Context: an optimization exercise on an open-source flow, tuned for small area. The choices shown serve that exercise and are no tape-out recipe. The RTL was checked by simulation tests, not by an equivalence proof against the original design. Power and IR drop assume default switching activity.

==> flow/design.v <==
package core_pkg;
  localparam logic [5:0] OP_RTYPE = 6'b000000;
  localparam logic [5:0] OP_ADDI  = 6'b001000;
  localparam logic [5:0] OP_LW    = 6'b100011;
  localparam logic [5:0] OP_SW    = 6'b101011;
  localparam logic [5:0] OP_BEQ   = 6'b000100;
  localparam logic [5:0] OP_BNE   = 6'b000101;
  localparam logic [5:0] OP_J     = 6'b000010;
  localparam logic [5:0] FN_ADD   = 6'b100000;
  localparam logic [5:0] FN_SUB   = 6'b100010;
  localparam logic [5:0] FN_AND   = 6'b100100;
  localparam logic [5:0] FN_OR    = 6'b100101;
  localparam logic [5:0] FN_SLT   = 6'b101010;
  localparam logic [5:0] FN_SLL   = 6'b000000;
  localparam logic [5:0] FN_SRL   = 6'b000010;
  localparam logic [3:0] S_INIT   = 4'd0;    
  localparam logic [3:0] S_FETCH  = 4'd1;    
  localparam logic [3:0] S_WAIT   = 4'd2;    
  localparam logic [3:0] S_RDT    = 4'd3;    
  localparam logic [3:0] S_SHQ    = 4'd4;    
  localparam logic [3:0] S_EXEC   = 4'd5;    
  localparam logic [3:0] S_P2     = 4'd6;    
  localparam logic [3:0] S_MEM    = 4'd7;    
  localparam logic [3:0] S_WAITWB = 4'd8;    
  localparam logic [3:0] S_SWD    = 4'd9;    
  localparam logic [3:0] S_MEMW   = 4'd10;   
  localparam logic [3:0] S_HALT   = 4'd11;
endpackage
module core_alu (
  input  logic [3:0] a,
  input  logic [3:0] b,
  input  logic       cin,
  input  logic       sub,
  input  logic       lop,    
  input  logic       lor,    
  output logic [3:0] y,
  output logic       cout
);
  logic [3:0] bb, s;
  logic [4:0] c;
  assign bb = b ^ {4{sub}};
  assign c[0] = cin;
  for (genvar i = 0; i < 4; i++) begin : g_fa
    assign s[i]   = a[i] ^ bb[i] ^ c[i];
    assign c[i+1] = (a[i] & bb[i]) | (a[i] & c[i]) | (bb[i] & c[i]);
  end
  assign cout = c[4];
  assign y = !lop ? s : lor ? (a | b) : (a & b);
endmodule
module core_rf (
  input  logic       clk,
  input  logic       clr,      
  input  logic       wen,
  input  logic [4:0] wa,
  input  logic [3:0] wd,
  input  logic [4:0] ra,
  output logic [3:0] rq
);
  logic [991:0] rf;            
  logic [7:0] rhi;
  logic [3:0] rlo;
  always_comb begin
    for (int j = 0; j < 8; j++) rhi[j] = ra[4:2] == 3'(j);
    for (int k = 0; k < 4; k++) rlo[k] = ra[1:0] == 2'(k);
    rq = 4'b0000;
    for (int i = 1; i < 32; i++) rq = rq | (rf[32*(i-1) +: 4] & {4{rhi[i/4] & rlo[i%4]}});
  end
  logic [7:0] whi;
  logic [3:0] wlo;
  always_comb begin
    for (int j = 0; j < 8; j++) whi[j] = clr || (wen && wa[4:2] == 3'(j));
    for (int k = 0; k < 4; k++) wlo[k] = clr || wa[1:0] == 2'(k);
  end
  always_ff @(posedge clk)
    for (int i = 1; i < 32; i++)
      rf[32*(i-1) +: 32] <= {(whi[i/4] && wlo[i%4]) ? wd : rf[32*(i-1) +: 4], rf[32*(i-1) + 4 +: 28]};
endmodule
import core_pkg::*;
module multicycle_core #(
  parameter int                ADDR_W   = 32,
  parameter logic [ADDR_W-1:0] RESET_PC = '0
) (
  input  logic              clk,
  input  logic              rst,
  output logic              imem_req,
  output logic [ADDR_W-1:0] imem_addr,
  input  logic              imem_ready,
  input  logic [31:0]       imem_rdata,
  output logic              dmem_req,
  output logic              dmem_we,
  output logic [ADDR_W-1:0] dmem_addr,
  output logic [31:0]       dmem_wdata,
  input  logic              dmem_ready,
  input  logic [31:0]       dmem_rdata,
  output logic [ADDR_W-1:0] pc_out,
  output logic [31:0]       alu_result,
  output logic              retire,
  output logic              halted
);
  logic [3:0]   state, state_n;
  logic [2:0]   ph;
  logic [31:0]  ir, ar;
  logic [31:0]  pc;            
  logic [4:0]   srt;           
  logic [2:0]   prev;          
  logic         c, cp, ret_q;
  logic [5:0] op, fn;
  logic [4:0] rs, rt, rd, sh, dest, rsel;
  assign op = ir[31:26];
  assign fn = ir[5:0];
  assign rs = ir[25:21];
  assign rt = ir[20:16];
  assign rd = ir[15:11];
  assign sh = ir[10:6];
  logic is_r, is_mem, is_sw, is_addi, is_br, is_j, is_slt, is_sh, writes, need_rt;
  assign is_mem  = op[5];
  assign is_sw   = op[5] & op[3];
  assign is_addi = !op[5] & op[3];
  assign is_br   = !op[5] & op[2];
  assign is_j    = !op[5] & op[1];
  assign is_r    = !op[5] & !op[3] & !op[2] & !op[1];
  assign is_slt  = is_r & fn[3];
  assign is_sh   = is_r & !fn[5];
  assign writes  = is_r | is_addi | (is_mem & !is_sw);
  assign need_rt = is_r | is_br;
  assign dest    = is_r ? rd : rt;
  function automatic logic legal_f(input logic [31:0] w);
    logic [5:0] o, f;
    o = w[31:26];
    f = w[5:0];
    if (o == OP_RTYPE)
      legal_f = f == FN_ADD || f == FN_SUB || f == FN_AND || f == FN_OR || f == FN_SLT ||
                f == FN_SLL || f == FN_SRL;
    else
      legal_f = o == OP_ADDI || o == OP_LW || o == OP_SW || o == OP_BEQ || o == OP_BNE || o == OP_J;
  endfunction
  logic ph0, ph7;
  assign ph0 = ph == 3'd0;
  assign ph7 = ph == 3'd7;
  logic st_init, st_fetch, st_rdt, st_shq, st_exec, st_p2, st_mem, st_swd, st_memw;
  assign st_init  = state == S_INIT;
  assign st_fetch = state == S_FETCH;
  assign st_rdt   = state == S_RDT;
  assign st_shq   = state == S_SHQ;
  assign st_exec  = state == S_EXEC;
  assign st_p2    = state == S_P2;
  assign st_mem   = state == S_MEM;
  assign st_swd   = state == S_SWD;
  assign st_memw  = state == S_MEMW;
  logic [3:0]   rq;
  assign rsel = st_swd ? srt : st_rdt ? rt : rs;
  logic [3:0] irq, immq;
  assign irq  = ir[{ph, 2'b00} +: 4];
  assign immq = ph[2] ? {4{ir[15]}} : irq;
  logic [3:0] alu_y;
  logic       alu_c, sub, lt, eq, taken;
  assign sub = is_r & fn[5] & fn[1];
  core_alu u_alu (
    .a(rq), .b(is_r ? ar[3:0] : immq), .cin(ph0 ? sub : c), .sub(sub),
    .lop(is_r & fn[2]), .lor(fn[0]), .y(alu_y), .cout(alu_c)
  );
  assign lt    = (rq[3] ^ ar[3]) ? rq[3] : alu_y[3];
  assign eq    = c & (rq == ar[3:0]);
  assign taken = eq ^ op[0];
  logic [2:0] nrot;
  logic [1:0] rb;
  logic [4:0] m;
  logic       klt, keq;
  logic [6:0] win;
  logic [3:0] shq;
  assign rb   = fn[1] ? 2'd0 - sh[1:0] : sh[1:0];
  assign nrot = fn[1] ? sh[4:2] + 3'(sh[1:0] != 2'd0) : 3'd0 - sh[4:2];
  assign win  = {ar[3:0], ph0 ? ar[31:29] : prev};
  assign m   = fn[1] ? ~sh : sh;
  assign klt = ph < m[4:2];
  assign keq = ph == m[4:2];
  always_comb
    for (int b = 0; b < 4; b++)
      shq[b] = win[3'(b + 3) - 3'(rb)] &
               (fn[1] ? (klt || (keq && 2'(b) <= m[1:0])) : !(klt || (keq && 2'(b) < m[1:0])));
  logic [3:0] exres, p2res;
  assign exres = is_sh ? shq : alu_y;
  assign p2res = is_r ? {3'b000, c & ph0} : ar[3:0];
  logic       pc_shift, pcin, pc_c;
  logic [3:0] pc_s, pc_in;
  assign pc_shift = st_init || st_exec || (st_p2 && is_br);
  assign pcin = (st_exec & ph0) | (cp & !ph0);
  assign {pc_c, pc_s} = {1'b0, pc[3:0]} + {1'b0, st_p2 ? immq : 4'b0000} + {4'b0000, pcin};
  always_comb begin
    pc_in = pc_s;
    if (st_init) pc_in = 4'b0000;
    else if (st_exec && is_j) begin
      if (ph < 3'd6) pc_in = irq;
      else if (ph == 3'd6) pc_in[1:0] = irq[1:0];
    end
  end
  logic [3:0] first;
  logic       ld_done;
  assign imem_req   = st_fetch;
  assign imem_addr  = ADDR_W'({pc[29:0], 2'b00});
  assign dmem_req   = st_mem || st_memw;
  assign dmem_we    = st_memw;
  assign dmem_addr  = ADDR_W'(ar);
  assign dmem_wdata = ir;
  assign alu_result = ar;
  assign pc_out     = ADDR_W'({pc[29:0], 2'b00});
  assign halted     = state == S_HALT;
  assign ld_done    = st_mem && dmem_ready;
  assign retire     = ret_q || ld_done;    
  assign first      = need_rt ? S_RDT : S_EXEC;
  logic need_rt_in;
  assign need_rt_in = !imem_rdata[31] && !imem_rdata[29] && !imem_rdata[27];
  always_comb begin
    state_n = state;
    case (state)
      S_INIT:   if (ph7) state_n = S_FETCH;
      S_FETCH:  if (imem_ready) state_n = !legal_f(imem_rdata) ? S_HALT : !ph7 ? S_WAIT :
                                          need_rt_in ? S_RDT : S_EXEC;
      S_WAIT:   if (ph7) state_n = first;
      S_RDT:    if (ph7) state_n = is_sh ? S_SHQ : S_EXEC;
      S_SHQ:    if (ph7) state_n = S_EXEC;
      S_EXEC:   if (ph7) state_n = is_sw ? S_SWD : is_mem ? S_MEM :
                                   (is_slt || (is_br && taken)) ? S_P2 : S_FETCH;
      S_P2:     if (ph7) state_n = S_FETCH;
      S_MEM:    if (dmem_ready) state_n = ph7 ? S_P2 : S_WAITWB;
      S_WAITWB: if (ph7) state_n = S_P2;
      S_SWD:    if (ph7) state_n = S_MEMW;
      S_MEMW:   if (dmem_ready) state_n = S_FETCH;
      default:  ;
    endcase
  end
  always_ff @(posedge clk or negedge rst)
    if (!rst) begin
      state <= S_INIT;
      ph    <= 3'd0;
      ret_q <= 1'b0;
    end else begin
      state <= state_n;
      ph    <= ph + 3'd1;
      ret_q <= (st_exec && ph7 && !is_mem && !is_slt && !(is_br && taken))
            || (st_p2 && ph7 && !is_mem)
            || (st_memw && dmem_ready);
    end
  logic       wen;
  logic [3:0] wbits;
  assign wen   = (st_exec || st_p2) && writes && dest != 5'd0;
  assign wbits = st_init ? 4'b0000 : st_exec ? exres : p2res;
  core_rf u_rf (.clk(clk), .clr(st_init), .wen(wen), .wa(dest), .wd(wbits), .ra(rsel), .rq(rq));
  always_ff @(posedge clk) begin
    if (st_fetch) ir <= imem_rdata;
    else if (st_swd) ir <= {rq, ir[31:4]};
    if (st_exec) srt <= rt;
    if (pc_shift) begin
      pc <= {pc_in, pc[31:4]};
      cp <= pc_c;
    end
    if (st_exec) c <= is_br ? (ph0 | c) & (rq == ar[3:0]) : (ph7 & is_slt) ? lt : alu_c;
    prev <= ar[3:1];
    if (st_rdt) ar <= {rq, ar[31:4]};
    else if (st_exec) ar <= {exres, ar[31:4]};
    else if (st_p2) ar <= {p2res, ar[31:4]};
    else if (st_shq && ph < nrot) ar <= {ar[3:0], ar[31:4]};
    else if (ld_done) ar <= dmem_rdata;
  end
endmodule
export LEC_CHECK = 0
export ABC_AREA = 1
export CAP_MARGIN = 20
export CORE_MARGIN = 2
export CORE_UTILIZATION = 55
export PLACE_DENSITY = 0.65
export SLEW_MARGIN = 20
export SYNTH_HIERARCHICAL = 1
export SYNTH_MINIMUM_KEEP_SIZE = 0
create_clock -name core_clock -period 10.0 [get_ports {clk}]
standard.sh (not shown) runs the stock make flow with config.mk's settings and CLKGATE_MAP_FILE= SYNTH_SCRIPT=/design/flow/synth_recipe.tcl, a recipe that flattens the netlist after the stock synthesis.
==> flow/flow/run.sh <==
#!/bin/bash
# Standard ORFS layout, with the smallest buffer on the ports and a clock tree without dummy loads.
set -euo pipefail
export BUFFER_PORTS_ARGS="-buffer_cell sky130_fd_sc_hd__buf_1"
export CTS_ARGS="-sink_clustering_enable -repair_clock_nets -dont_use_dummy_load -buf_list {sky130_fd_sc_hd__clkbuf_8} -sink_clustering_size 20 -sink_clustering_max_diameter 70"
bash standard.sh > standard.log 2>&1
Rerun with:
--- a/flow/design.v
+++ b/flow/design.v
@@ -25,4 +25,5 @@
   localparam logic [3:0] S_SWD    = 4'd9;    
   localparam logic [3:0] S_MEMW   = 4'd10;   
+  localparam logic [3:0] S_LWB    = 4'd12;   
   localparam logic [3:0] S_HALT   = 4'd11;
 endpackage
@@ -138,5 +139,5 @@
   assign ph0 = ph == 3'd0;
   assign ph7 = ph == 3'd7;
-  logic st_init, st_fetch, st_rdt, st_shq, st_exec, st_p2, st_mem, st_swd, st_memw;
+  logic st_init, st_fetch, st_rdt, st_shq, st_exec, st_p2, st_mem, st_swd, st_memw, st_lwb;
   assign st_init  = state == S_INIT;
   assign st_fetch = state == S_FETCH;
@@ -148,4 +149,5 @@
   assign st_swd   = state == S_SWD;
   assign st_memw  = state == S_MEMW;
+  assign st_lwb   = state == S_LWB;
   logic [3:0]   rq;
   assign rsel = st_swd ? srt : st_rdt ? rt : rs;
@@ -181,5 +183,5 @@
   logic [3:0] exres, p2res;
   assign exres = is_sh ? shq : alu_y;
-  assign p2res = is_r ? {3'b000, c & ph0} : ar[3:0];
+  assign p2res = {3'b000, c & ph0};
   logic       pc_shift, pcin, pc_c;
   logic [3:0] pc_s, pc_in;
@@ -196,5 +198,4 @@
   end
   logic [3:0] first;
-  logic       ld_done;
   assign imem_req   = st_fetch;
   assign imem_addr  = ADDR_W'({pc[29:0], 2'b00});
@@ -206,6 +207,5 @@
   assign pc_out     = ADDR_W'({pc[29:0], 2'b00});
   assign halted     = state == S_HALT;
-  assign ld_done    = st_mem && dmem_ready;
-  assign retire     = ret_q || ld_done;    
+  assign retire     = ret_q;
   assign first      = need_rt ? S_RDT : S_EXEC;
   logic need_rt_in;
@@ -223,6 +223,7 @@
                                    (is_slt || (is_br && taken)) ? S_P2 : S_FETCH;
       S_P2:     if (ph7) state_n = S_FETCH;
-      S_MEM:    if (dmem_ready) state_n = ph7 ? S_P2 : S_WAITWB;
-      S_WAITWB: if (ph7) state_n = S_P2;
+      S_MEM:    if (dmem_ready) state_n = ph7 ? S_LWB : S_WAITWB;
+      S_WAITWB: if (ph7) state_n = S_LWB;
+      S_LWB:    if (ph7) state_n = S_FETCH;
       S_SWD:    if (ph7) state_n = S_MEMW;
       S_MEMW:   if (dmem_ready) state_n = S_FETCH;
@@ -239,15 +240,19 @@
       ph    <= ph + 3'd1;
       ret_q <= (st_exec && ph7 && !is_mem && !is_slt && !(is_br && taken))
-            || (st_p2 && ph7 && !is_mem)
-            || (st_memw && dmem_ready);
+            || (st_p2 && ph7)
+            || ((st_mem || st_memw) && dmem_ready);
     end
   logic       wen;
   logic [3:0] wbits;
-  assign wen   = (st_exec || st_p2) && writes && dest != 5'd0;
-  assign wbits = st_init ? 4'b0000 : st_exec ? exres : p2res;
-  core_rf u_rf (.clk(clk), .clr(st_init), .wen(wen), .wa(dest), .wd(wbits), .ra(rsel), .rq(rq));
+  logic [4:0] wa;
+  assign wa    = st_lwb ? srt : dest;
+  assign wen   = ((st_exec || st_p2) && writes && dest != 5'd0) || (st_lwb && srt != 5'd0);
+  assign wbits = st_init ? 4'b0000 : st_exec ? exres : st_lwb ? ir[3:0] : p2res;
+  core_rf u_rf (.clk(clk), .clr(st_init), .wen(wen), .wa(wa), .wd(wbits), .ra(rsel), .rq(rq));
   always_ff @(posedge clk) begin
     if (st_fetch) ir <= imem_rdata;
+    else if (st_mem) ir <= dmem_rdata;
     else if (st_swd) ir <= {rq, ir[31:4]};
+    else if (st_lwb) ir <= {ir[3:0], ir[31:4]};
     if (st_exec) srt <= rt;
     if (pc_shift) begin
@@ -261,5 +266,4 @@
     else if (st_p2) ar <= {p2res, ar[31:4]};
     else if (st_shq && ph < nrot) ar <= {ar[3:0], ar[31:4]};
-    else if (ld_done) ar <= dmem_rdata;
   end
 endmodule
Effect: Worst setup slack loses 0.79 ns; die area fell by 0.30%; worst hold slack gains 0.019 ns; count of clock-buffer cells in the layout fell by 1; design area fell by 0.44%; total power rose by 50%; global-route usage fell by 0.52 points.

==> what the ideal ports hide <==
No port has a modelled driver above. Below, the same layouts with a new extraction and two added sets of constraints.
Step 1: set_driving_cell puts a clkbuf_16 on clk and a buf_2 on each other input, an assumption about the parent block.
Step 2 times the ports against the registers' clock, not the clock port: input delays grow and output delays shrink by t, the midpoint of the rising clock arrivals with the driver on.
Slacks: no drivers / after step 1 / after step 2; pairs: no drivers / after step 1.
| run | t (ns) | setup slack, ns | worst register clock-pin slew, ns | worst slew at a driven data input, ns |
|---|---|---|---|---|
| the first run | 0.701 | 3.974 / 3.974 / 3.974 | 0.12 / 0.12 | 0.07 |
| the second run | 0.696 | 3.179 / 3.179 / 3.179 | 0.11 / 0.11 | 0.06 |
After both steps every run listed still meets setup and hold.
